What follows belongs to an exercise in optimizing a design on an open flow for small area and a short achievable clock period; a production flow would make more cautious choices.
The RTL was checked by simulation tests, not by an equivalence proof against the original design.
The flow treats the clock pin as an ideal source. Dropping or thinning the clock tree relies on that and would not hold on a real chip.
No activity file was given, so power comes from the tool's default toggle rates.

==> flow/design.v (excerpt) <==
module wav_riff_stream_parser (
    input  wire             clk,
    input  wire             rst_n,
    input  wire             bytes_valid,
    output wire             bytes_ready,
    input  wire  [7:0]      bytes_in_byte,
    input  wire             bytes_end_of_file,
    output wire             results_valid,
    input  wire             results_ready,
    output wire  [1:0]      results_out_kind,
    output wire  [15:0]     results_sample_word,
    output wire  [1:0]      results_channel_count,
    output wire  [4:0]      results_sample_bits,
    output wire  [31:0]     results_sample_rate_hz,
    output wire  [2:0]      results_error_code,
    output wire             results_last_of_file
);
For scale: about 76 I/O pins.
make LEC_CHECK=0 ABC_AREA=0 CAP_MARGIN=20 CORE_MARGIN=2 CORE_UTILIZATION=40 SETUP_SLACK_MARGIN=3.6 SLEW_MARGIN=20 finish   # period 6.0 ns
run.sh (not shown) runs the stock make flow with config.mk's settings and CLKGATE_MAP_FILE= SYNTH_SCRIPT=/design/flow/synth_recipe.tcl, a recipe that flattens the netlist after the stock synthesis.
Change:
CTS_BUF_LIST = sky130_fd_sc_hd__clkbuf_8   (was default)
Non-clock buffer count does not change.
Power falls by 11%.
Final cell count does not change.
Synthesized area does not change.
First-iteration DRC count rises by 7.9%.
Count of clock-buffer cells in the layout falls by 1.
Change:
CTS_BUF_LIST = default   (was sky130_fd_sc_hd__clkbuf_8)
SETUP_SLACK_MARGIN = 3.2   (was 3.6)
Global-route usage decreases by 1.2 points; setup slack degrades by 0.29 ns; sequential share of layout area hardly moves; die area is unchanged; non-clock buffer count decreases by 32; final cell count decreases by 2.9%.

== build 81 ==
Another version of the RTL of wav_riff_stream_parser (not shown whole).
Size in the first run: roughly 720 cells after synthesis, ~180 flip-flops, roughly 76 I/O pins, about 7400 um^2 of cells after synthesis.
clock: 6.0 ns
lec_check: 0
abc_area: 0
cap_margin: 20
core_margin: 2
core_utilization: 40
cts_buf_list: sky130_fd_sc_hd__clkbuf_8
setup_slack_margin: 3.4
slew_margin: 20
standard.sh (not shown) runs the stock make flow with config.mk's settings and CLKGATE_MAP_FILE= SYNTH_SCRIPT=/design/flow/synth_recipe.tcl, a recipe that flattens the netlist after the stock synthesis.
==> flow/flow/run.sh <==
#!/bin/bash
# The standard layout (the standard.sh: standard synthesis and ORFS flow),
# with one change: the port buffers are buf_1 cells instead of the default
# choice. Each tool's full output stays in ORFS's own logs under orfs/logs;
# make's output goes to flow_make.log here.
set -euo pipefail
bash standard.sh "BUFFER_PORTS_ARGS=-buffer_cell sky130_fd_sc_hd__buf_1" finish > flow_make.log 2>&1
Both conditions hold for build 81: the flow ran to the end and the final layout passed the timing, design-rule and antenna checks.
Edits applied to the flow inputs when going from build 81 to build 23:
# build 81
export LEC_CHECK = 0
export ABC_AREA = 0
export CAP_MARGIN = 20
export CORE_MARGIN = 2
export CORE_UTILIZATION = 40
export CTS_BUF_LIST = sky130_fd_sc_hd__clkbuf_8
export SETUP_SLACK_MARGIN = 3.4
export SLEW_MARGIN = 20
create_clock -name core_clock -period 6.0 [get_ports {clk}]
# build 23
export LEC_CHECK = 0
export ABC_AREA = 1
export CAP_MARGIN = 20
export CORE_MARGIN = 2
export CORE_UTILIZATION = 40
export CTS_BUF_LIST = sky130_fd_sc_hd__clkbuf_8
export SETUP_SLACK_MARGIN = 3.6
export SLEW_MARGIN = 20
create_clock -name core_clock -period 6.0 [get_ports {clk}]
In summary, build 23 completed successfully, with a layout that passed the timing, design-rule and antenna checks.
Against build 81, build 23 comes in 0.92 points lower on non-clock buffer area fraction after layout.
Cmp build 23 vs build 81: fraction of final layout cells with drive strength greater than 1 lower in build 23
Summary — final net count, build 23 relative to build 81: higher, by 147.
Compared to build 81, build 23 has tightest slew margin relative to the limit 14 points higher.
| area share of xor/xnor cells in the synthesized design | lower: build 23 |
Via count deteriorates in build 23 relative to build 81.
In the metrics for build 23 and build 81, the one carrying the higher placeable core region is build 81.
Relative to build 81, fraction of area in registers increased by 0.67 points in build 23.
Looking at die area across build 23 and build 81, the one that comes out higher is build 81.
Worst setup timing slack at the placement stage for build 23: 0.62 ns up relative to build 81
The following lists how build 30 was set up differently from build 23:
# build 23
export LEC_CHECK = 0
export ABC_AREA = 1
export CAP_MARGIN = 20
export CORE_MARGIN = 2
export CORE_UTILIZATION = 40
export CTS_BUF_LIST = sky130_fd_sc_hd__clkbuf_8
export SETUP_SLACK_MARGIN = 3.6
export SLEW_MARGIN = 20
create_clock -name core_clock -period 6.0 [get_ports {clk}]
# build 30
export LEC_CHECK = 0
export ABC_AREA = 0
export CAP_MARGIN = 20
export CORE_MARGIN = 2
export CORE_UTILIZATION = 40
export CTS_BUF_LIST = sky130_fd_sc_hd__clkbuf_8 sky130_fd_sc_hd__clkbuf_16
export CTS_CLUSTER_SIZE = 30
export SETUP_SLACK_MARGIN = 3.6
export SLEW_MARGIN = 20
create_clock -name core_clock -period 6.0 [get_ports {clk}]
Findings:
- Relative to build 23, the final cell area reported for build 30 is higher.
- Of build 30 and build 23, build 23 shows the higher number of vias after detailed routing, with build 30 below it.
- Going from build 23 to build 30, mean post-synth cell area went up; combinational group share of total power went down; critical path depth went up.
diff inputs: build 30 => build 7
# build 30
export LEC_CHECK = 0
export ABC_AREA = 0
export CAP_MARGIN = 20
export CORE_MARGIN = 2
export CORE_UTILIZATION = 40
export CTS_BUF_LIST = sky130_fd_sc_hd__clkbuf_8 sky130_fd_sc_hd__clkbuf_16
export CTS_CLUSTER_SIZE = 30
export SETUP_SLACK_MARGIN = 3.6
export SLEW_MARGIN = 20
create_clock -name core_clock -period 6.0 [get_ports {clk}]
# build 7
export LEC_CHECK = 0
export ABC_AREA = 0
export CAP_MARGIN = 20
export CORE_MARGIN = 2
export CORE_UTILIZATION = 40
export CTS_BUF_LIST = sky130_fd_sc_hd__clkbuf_8
export SETUP_SLACK_MARGIN = 4.0
export SLEW_MARGIN = 20
create_clock -name core_clock -period 6.0 [get_ports {clk}]
Fmax: build 7 higher than build 30. Of the two values seen for worst setup path endpoint, results_sample_word[1] was produced by build 7 and bytes_ready by build 30. The global-route wire length before repair of build 7 exceeds that of build 30 by 6.2%. Compared with build 30, build 7 shows a relative contribution of sequential cells to total power that is 4.6 points higher. Portion of the clock cycle consumed by the worst path in the final layout in build 7 is 0.23 points below build 30. Flip-flop and latch share of the layout cell area ends up lower on build 7.

Setup of north:
Another version of the RTL of wav_riff_stream_parser (not shown whole).
Size in the first run: ~160 flip-flops, ~76 I/O pins, about 7000 um2 of cells after synthesis.
clock: 6.0 ns
lec_check: 0
abc_area: 1
cap_margin: 0
core_margin: 2
core_utilization: 40
setup_slack_margin: 3.75
slew_margin: 0
==> flow/flow/run.sh <==
#!/bin/bash
# The standard layout (the standard.sh: standard synthesis and ORFS flow),
# with two changes: the port buffers are buf_1 cells, and the clock tree is
# two levels of clock buffers built by flow/pre_cts.tcl instead of
# TritonCTS, whose root buffer drives leaves spread over the whole die. Each tool's full output stays in ORFS's own logs
# under orfs/logs; make's output goes to flow_make.log here.
set -euo pipefail
here=$(pwd)
bash standard.sh "BUFFER_PORTS_ARGS=-buffer_cell sky130_fd_sc_hd__buf_1" \
  "PRE_CTS_TCL=$here/flow/pre_cts.tcl" finish > flow_make.log 2>&1
==> flow/flow/pre_cts.tcl <==
# Sourced by ORFS's cts.tcl before clock tree synthesis (PRE_CTS_TCL).
# Replaces TritonCTS's tree by a shallower balanced one: the clock port drives
# four top buffers (one per k-means cluster of flip-flops), each of which
# drives leaf buffers, one per sub-cluster of at most 16 flip-flops.
source [file join [file dirname [info script]] mytree2.tcl]
my_clock_tree2 4 16 sky130_fd_sc_hd__clkbuf_8 sky130_fd_sc_hd__clkbuf_8
rename clock_tree_synthesis triton_clock_tree_synthesis
proc clock_tree_synthesis { args } {
  puts "clock_tree_synthesis: tree built by pre_cts.tcl, TritonCTS not run"
  set_propagated_clock [all_clocks]
}
Other scripts of this flow, unchanged in this note and not shown: flow/flow/mytree2.tcl
north completed every stage of the flow, and the final layout passed the timing, design-rule and antenna checks.
[inputs] south vs north
- setting TNS_END_PERCENT to 50 for the first time
--- a/flow/flow/pre_cts.tcl
+++ b/flow/flow/pre_cts.tcl
@@ -4 +4 @@
-# drives leaf buffers, one per sub-cluster of at most 16 flip-flops.
+# drives leaf buffers, one per sub-cluster of at most 20 flip-flops.
@@ -6 +6 @@
-my_clock_tree2 4 16 sky130_fd_sc_hd__clkbuf_8 sky130_fd_sc_hd__clkbuf_8
+my_clock_tree2 4 20 sky130_fd_sc_hd__clkbuf_8 sky130_fd_sc_hd__clkbuf_8
==> summary.txt <==
| layout-stage area growth over the synthesis result | lower: south |
Share of total power consumed by net switching essentially unchanged between south and north.
Taking north as the reference point, the filler-free cell count of the finished design of south falls by 7.
Inputs modified between south and east:
- a deleted TNS_END_PERCENT that had been 50
--- outcome ---
- Summary of east over south: area of the multi-input gates ~0 delta; final wirelength grew by 2.3%; via count of the first global-routing pass moved up; worst setup slack went up by 0.12 ns; count of final hold-check violations level.
- Relative to south, the met2 global-route usage of east is higher by 1.1 points.
- Going from south to east, wire length of the first global-routing pass went up; post-synthesis compound-gate area fraction did not really move.
Inputs modified between east and west:
- CAP_MARGIN: 0 -> 20
- SLEW_MARGIN: 0 -> 20
--- a/flow/flow/pre_cts.tcl
+++ b/flow/flow/pre_cts.tcl
@@ -4 +4 @@
-# drives leaf buffers, one per sub-cluster of at most 20 flip-flops.
+# drives leaf buffers, one per sub-cluster of at most 14 flip-flops.
@@ -6 +6 @@
-my_clock_tree2 4 20 sky130_fd_sc_hd__clkbuf_8 sky130_fd_sc_hd__clkbuf_8
+my_clock_tree2 4 14 sky130_fd_sc_hd__clkbuf_8 sky130_fd_sc_hd__clkbuf_8
--- outcome ---
west: done, clean on timing, DRC and antenna
Against east, post-route standard cell area excluding fillers in west rose slightly.
Compare west and east | final cell count without fillers lower: east
| synthesis-to-layout area growth | lower: east |
Re cell leakage power: west and east aren't equal, and the higher value belongs to west.
Final hold slack: west vs east, no meaningful difference
Summary of west over east: slew at the pin closest to its max-slew limit decreased 0.42 ns, total power increased 0.000038 W, share of async-settable or async-resettable flops after synthesis essentially unchanged, first-pass GRT wire length essentially unchanged.
Per the comparison of west with east, fraction of power spent switching nets stayed essentially flat; peak supply drop +about 26%.
[inputs] middle vs west
- changing CORE_UTILIZATION from 40 to 25
- changing SETUP_SLACK_MARGIN from 3.75 to 3.8
The clock power in middle was higher than what west gave.
middle reached the end of the flow, and the finished layout is clean on the timing, design-rule and antenna checks.
Compared middle vs west, and instance count after placement with tap cells included is up in middle.
west → middle: post-synthesis to final-layout area growth picked up an extra 3.7 points; worst setup slack has decreased; horizontal die dimension climbed 26%; floorplan core area increased by 10000 um2 relative to the old numbers.
Comparing middle against west, there is no change at all in count of multi-input combinational gates.
In every run of this note, the design's own scripts or RTL, not TritonCTS, make the clock network.

wav_riff_stream_parser again, from the RTL that the note above started with.
==> flow/config.mk <==
export PLATFORM = sky130hd
export DESIGN_NAME = wav_riff_stream_parser
export DESIGN_NICKNAME = wav_riff_stream_parser
export VERILOG_FILES = /design/flow/design.v
export SDC_FILE = /design/flow/constraint.sdc
export NUM_CORES = 4
export LEC_CHECK = 0
export ABC_AREA = 1
export CAP_MARGIN = 20
export CORE_MARGIN = 2
export CORE_UTILIZATION = 40
export SETUP_SLACK_MARGIN = 3.85
export SLEW_MARGIN = 20
==> flow/constraint.sdc <==
create_clock -name core_clock -period 6.0 [get_ports {clk}]
set_input_delay 1.2000 -clock core_clock [delete_from_list [all_inputs] [get_ports {clk}]]
set_output_delay 1.2000 -clock core_clock [all_outputs]
set_load 0.01 [all_outputs]
Scripts as last shown in full above: flow/flow/run.sh
Other scripts of this flow, unchanged in this note and not shown: flow/flow/mytree2.tcl, flow/flow/pre_cts.tcl
Change:
--- a/flow/config.mk
+++ b/flow/config.mk
@@ -9 +9 @@
-export CAP_MARGIN = 20
+export CAP_MARGIN = 0
@@ -12,2 +12,3 @@
-export SETUP_SLACK_MARGIN = 3.85
-export SLEW_MARGIN = 20
+export SETUP_SLACK_MARGIN = 3.75
+export SLEW_MARGIN = 0
+export TNS_END_PERCENT = 20
Effect:
- clock power barely changes
- die area stays the same
- worst setup slack got worse by 120 ps
- wire length shrinks by a few percent
- area after synthesis is unchanged
- power shrinks slightly
- design area shrinks slightly
- hold slack hardly moves
- final cell count shrinks slightly
In every run of this note, the design's own scripts or RTL, not TritonCTS, make the clock network.

wav_riff_stream_parser again, from the RTL that the note above started with.
==> flow/config.mk <==
export PLATFORM = sky130hd
export DESIGN_NAME = wav_riff_stream_parser
export DESIGN_NICKNAME = wav_riff_stream_parser
export VERILOG_FILES = /design/flow/design.v
export SDC_FILE = /design/flow/constraint.sdc
export NUM_CORES = 4
export LEC_CHECK = 0
export ABC_AREA = 1
export CAP_MARGIN = 20
export CORE_MARGIN = 2
export CORE_UTILIZATION = 40
export CTS_BUF_LIST = sky130_fd_sc_hd__clkbuf_8
export SETUP_SLACK_MARGIN = 4.0
export SLEW_MARGIN = 20
==> flow/constraint.sdc <==
create_clock -name core_clock -period 6.0 [get_ports {clk}]
set_input_delay 1.2000 -clock core_clock [delete_from_list [all_inputs] [get_ports {clk}]]
set_output_delay 1.2000 -clock core_clock [all_outputs]
set_load 0.01 [all_outputs]
==> flow/flow/run.sh <==
#!/bin/bash
# The standard layout (the standard.sh: standard synthesis and ORFS flow),
# with two changes: the port buffers are buf_1 cells, and the clock tree is
# two levels of clkbuf_8 cells built by flow/pre_cts.tcl instead of
# TritonCTS, whose root buffer drives leaves spread over the whole die. Each tool's full output stays in ORFS's own logs
# under orfs/logs; make's output goes to flow_make.log here.
set -euo pipefail
here=$(pwd)
bash standard.sh "BUFFER_PORTS_ARGS=-buffer_cell sky130_fd_sc_hd__buf_1" \
  "PRE_CTS_TCL=$here/flow/pre_cts.tcl" finish > flow_make.log 2>&1
==> flow/flow/mytree2.tcl <==
proc kmeans { pts nb } {
  # pts: list of {id x y}; returns list of cluster index per point
  set n [llength $pts]
  set sorted [lsort -integer -index 1 $pts]
  set cx {}; set cy {}
  for {set k 0} {$k < $nb} {incr k} {
    set s [lindex $sorted [expr {int(($k + 0.5) * $n / $nb)}]]
    lappend cx [lindex $s 1]; lappend cy [lindex $s 2]
  }
  set assign {}
  for {set iter 0} {$iter < 40} {incr iter} {
    set sx [lrepeat $nb 0.0]; set sy [lrepeat $nb 0.0]; set sc [lrepeat $nb 0]
    set assign {}
    foreach s $pts {
      lassign $s id x y
      set best 0; set bd 1e18
      for {set k 0} {$k < $nb} {incr k} {
        set dx [expr {$x - [lindex $cx $k]}]; set dy [expr {$y - [lindex $cy $k]}]
        set d [expr {$dx*$dx + $dy*$dy}]
        if {$d < $bd} { set bd $d; set best $k }
      }
      lappend assign $best
      lset sx $best [expr {[lindex $sx $best] + $x}]
      lset sy $best [expr {[lindex $sy $best] + $y}]
      lset sc $best [expr {[lindex $sc $best] + 1}]
    }
    for {set k 0} {$k < $nb} {incr k} {
      if {[lindex $sc $k] > 0} {
        lset cx $k [expr {int([lindex $sx $k] / [lindex $sc $k])}]
        lset cy $k [expr {int([lindex $sy $k] / [lindex $sc $k])}]
      }
    }
  }
  return [list $assign $cx $cy]
}

proc add_buf { block master name innet x y } {
  set buf [odb::dbInst_create $block $master $name]
  set net [odb::dbNet_create $block "${name}_net"]
  $net setSigType CLOCK
  [$buf findITerm A] connect $innet
  [$buf findITerm X] connect $net
  $buf setLocation $x $y
  $buf setPlacementStatus PLACED
  return $net
}

proc my_clock_tree2 { ntop leaf topcell leafcell } {
  set block [ord::get_db_block]
  set db [ord::get_db]
  set clknet [$block findNet clk]
  set sinks {}
  set i 0
  foreach it [$clknet getITerms] {
    lassign [[$it getInst] getLocation] x y
    lappend sinks [list $i $x $y]
    lappend iterms $it
    incr i
  }
  lassign [kmeans $sinks $ntop] top cx cy
  set mtop [$db findMaster $topcell]
  set mleaf [$db findMaster $leafcell]
  set nleaves 0
  for {set t 0} {$t < $ntop} {incr t} {
    set members {}
    foreach s $sinks a $top { if {$a == $t} { lappend members $s } }
    if {[llength $members] == 0} { continue }
    set tnet [add_buf $block $mtop "clkbuf_top_$t" $clknet [lindex $cx $t] [lindex $cy $t]]
    set nl [expr {int(ceil([llength $members] / double($leaf)))}]
    lassign [kmeans $members $nl] sub lx ly
    for {set l 0} {$l < $nl} {incr l} {
      set lnet [add_buf $block $mleaf "clkbuf_leaf_${t}_$l" $tnet [lindex $lx $l] [lindex $ly $l]]
      incr nleaves
      foreach s $members a $sub {
        if {$a == $l} {
          set it [lindex $iterms [lindex $s 0]]
          $it disconnect
          $it connect $lnet
        }
      }
    }
  }
  puts "my_clock_tree2: [llength $sinks] sinks, $ntop top buffers, $nleaves leaf buffers"
}
==> flow/flow/pre_cts.tcl <==
# Sourced by ORFS's cts.tcl before clock tree synthesis (PRE_CTS_TCL).
# Replaces TritonCTS's tree by a shallower balanced one: the clock port drives
# four clkbuf_8 cells (one per k-means cluster of flip-flops), each of which
# drives clkbuf_8 leaf cells, one per sub-cluster of at most 20 flip-flops.
source [file join [file dirname [info script]] mytree2.tcl]
my_clock_tree2 4 20 sky130_fd_sc_hd__clkbuf_8 sky130_fd_sc_hd__clkbuf_8
rename clock_tree_synthesis triton_clock_tree_synthesis
proc clock_tree_synthesis { args } {
  puts "clock_tree_synthesis: tree built by pre_cts.tcl, TritonCTS not run"
  set_propagated_clock [all_clocks]
}
Next try:
--- a/flow/flow/run.sh
+++ b/flow/flow/run.sh
@@ -4 +4 @@
-# two levels of clkbuf_8 cells built by flow/pre_cts.tcl instead of
+# two levels of clock buffers built by flow/pre_cts.tcl instead of
--- a/flow/flow/mytree2.tcl
+++ b/flow/flow/mytree2.tcl
@@ -71,0 +72,3 @@
+      set mine {}
+      foreach s $members a $sub { if {$a == $l} { lappend mine [lindex $s 0] } }
+      if {[llength $mine] == 0} { continue }
@@ -74,6 +77,4 @@
-      foreach s $members a $sub {
-        if {$a == $l} {
-          set it [lindex $iterms [lindex $s 0]]
-          $it disconnect
-          $it connect $lnet
-        }
+      foreach i $mine {
+        set it [lindex $iterms $i]
+        $it disconnect
+        $it connect $lnet
--- a/flow/flow/pre_cts.tcl
+++ b/flow/flow/pre_cts.tcl
@@ -3,2 +3,2 @@
-# four clkbuf_8 cells (one per k-means cluster of flip-flops), each of which
-# drives clkbuf_8 leaf cells, one per sub-cluster of at most 20 flip-flops.
+# four top buffers (one per k-means cluster of flip-flops), each of which
+# drives leaf buffers, one per sub-cluster of at most 20 flip-flops.
--- a/flow/config.mk
+++ b/flow/config.mk
@@ -12,2 +12,2 @@
-export CTS_BUF_LIST = sky130_fd_sc_hd__clkbuf_8
-export SETUP_SLACK_MARGIN = 4.0
+export PLACE_DENSITY = 0.8
+export SETUP_SLACK_MARGIN = 3.75
=>
- synthesized cell count stays the same
- register-to-register slack loses 0.12 ns
- wire length came out lower by a few percent
- cell area drops by a little under a tenth
Next try:
--- a/flow/flow/run.sh
+++ b/flow/flow/run.sh
@@ -4 +4 @@
-# two levels of clock buffers built by flow/pre_cts.tcl instead of
+# two levels of clkbuf_8 cells built by flow/pre_cts.tcl instead of
--- a/flow/flow/mytree2.tcl
+++ b/flow/flow/mytree2.tcl
@@ -72,3 +71,0 @@
-      set mine {}
-      foreach s $members a $sub { if {$a == $l} { lappend mine [lindex $s 0] } }
-      if {[llength $mine] == 0} { continue }
@@ -77,4 +74,6 @@
-      foreach i $mine {
-        set it [lindex $iterms $i]
-        $it disconnect
-        $it connect $lnet
+      foreach s $members a $sub {
+        if {$a == $l} {
+          set it [lindex $iterms [lindex $s 0]]
+          $it disconnect
+          $it connect $lnet
+        }
--- a/flow/flow/pre_cts.tcl
+++ b/flow/flow/pre_cts.tcl
@@ -3,2 +3,2 @@
-# four top buffers (one per k-means cluster of flip-flops), each of which
-# drives leaf buffers, one per sub-cluster of at most 20 flip-flops.
+# four clkbuf_8 cells (one per k-means cluster of flip-flops), each of which
+# drives clkbuf_8 leaf cells, one per sub-cluster of at most 20 flip-flops.
--- a/flow/config.mk
+++ b/flow/config.mk
@@ -12,2 +12,2 @@
-export PLACE_DENSITY = 0.8
-export SETUP_SLACK_MARGIN = 3.75
+export CTS_BUF_LIST = sky130_fd_sc_hd__clkbuf_8
+export SETUP_SLACK_MARGIN = 3.8
The changed run completed without violations.
Synthesized area stays the same.
Cell count stays flat.
Wire length is lower by 0.63%.
Utilization is higher by 0.15 points.
First-iteration DRC count is lower by 35%.
Worst setup slack barely changes.
Register-to-register slack gets better by 0.03 ns.
Power barely changes.
No run of this note takes its clock network from TritonCTS; it comes from the design's own scripts or RTL.

afterwards: timing with drivers on the ports:
Ports are ideal in the flow. The routed layouts listed here were re-timed in OpenROAD.
Step 1: set_driving_cell puts a clkbuf_16 on clk and a buf_2 on each other input, an assumption about the parent block.
Step 2 times the ports against the registers' clock, not the clock port: input delays grow and output delays shrink by t, the midpoint of the rising clock arrivals with the driver on.
a / b / c = no drivers / after step 1 / after step 2; a / b = the first two.
run	t, ns	setup WS [ns]	worst hold slack (ns)	worst setup path at the end	worst register clock-pin slew, ns
the first run of note 1	0.472	3.526 / 3.526 / 3.507	0.326 / 0.326 / 0.326	input to register	0.08 / 0.08
the second run of note 1	0.497	3.507 / 3.507 / 3.507	0.327 / 0.327 / 0.327	register to register	0.11 / 0.11
the third run of note 1	0.480	3.214 / 3.171 / 3.294	0.327 / 0.327 / 0.327	register to register	0.08 / 0.08
build 81	0.492	3.505 / 3.467 / 3.538	0.325 / 0.325 / 0.325	register to register	0.10 / 0.10
build 23	0.496	3.701 / 3.663 / 3.817	0.333 / 0.333 / 0.333	register to register	0.11 / 0.11
build 30	0.468	3.666 / 3.622 / 3.680	0.323 / 0.323 / 0.323	register to register	0.07 / 0.07
build 7	0.505	3.680 / 3.639 / 3.739	0.318 / 0.318 / 0.318	register to register	0.12 / 0.12
north	0.368	3.807 / 3.729 / 3.879	0.329 / 0.329 / 0.329	input to register	0.10 / 0.10
south	0.365	3.689 / 3.612 / 3.828	0.319 / 0.319 / 0.319	input, reset recovery	0.11 / 0.11
east	0.365	3.809 / 3.730 / 3.881	0.321 / 0.321 / 0.321	input to register	0.11 / 0.11
west	0.368	3.812 / 3.734 / 3.891	0.320 / 0.320 / 0.320	input to register	0.10 / 0.10
middle	0.367	3.806 / 3.724 / 3.873	0.297 / 0.297 / 0.297	input to register	0.11 / 0.11
the first run of note 4	0.364	3.809 / 3.731 / 3.871	0.321 / 0.321 / 0.321	input to register	0.11 / 0.11
the second run of note 4	0.364	3.689 / 3.612 / 3.823	0.320 / 0.320 / 0.320	input, reset recovery	0.11 / 0.11
the first run of note 5	0.370	3.806 / 3.726 / 3.965	0.327 / 0.327 / 0.327	input to register	0.12 / 0.12
the second run of note 5	0.377	3.803 / 3.723 / 3.872	0.312 / 0.312 / 0.312	register to register	0.12 / 0.12
the third run of note 5	0.365	3.801 / 3.723 / 3.890	0.322 / 0.322 / 0.322	input to register	0.11 / 0.11
After both steps every run listed still meets setup and hold. For the first run of note 1, which loses most, drivers alone change the setup slack by 0.000 ns; drivers and shift together by -0.019 ns. The worst setup slack also covers recovery checks on asynchronous resets.
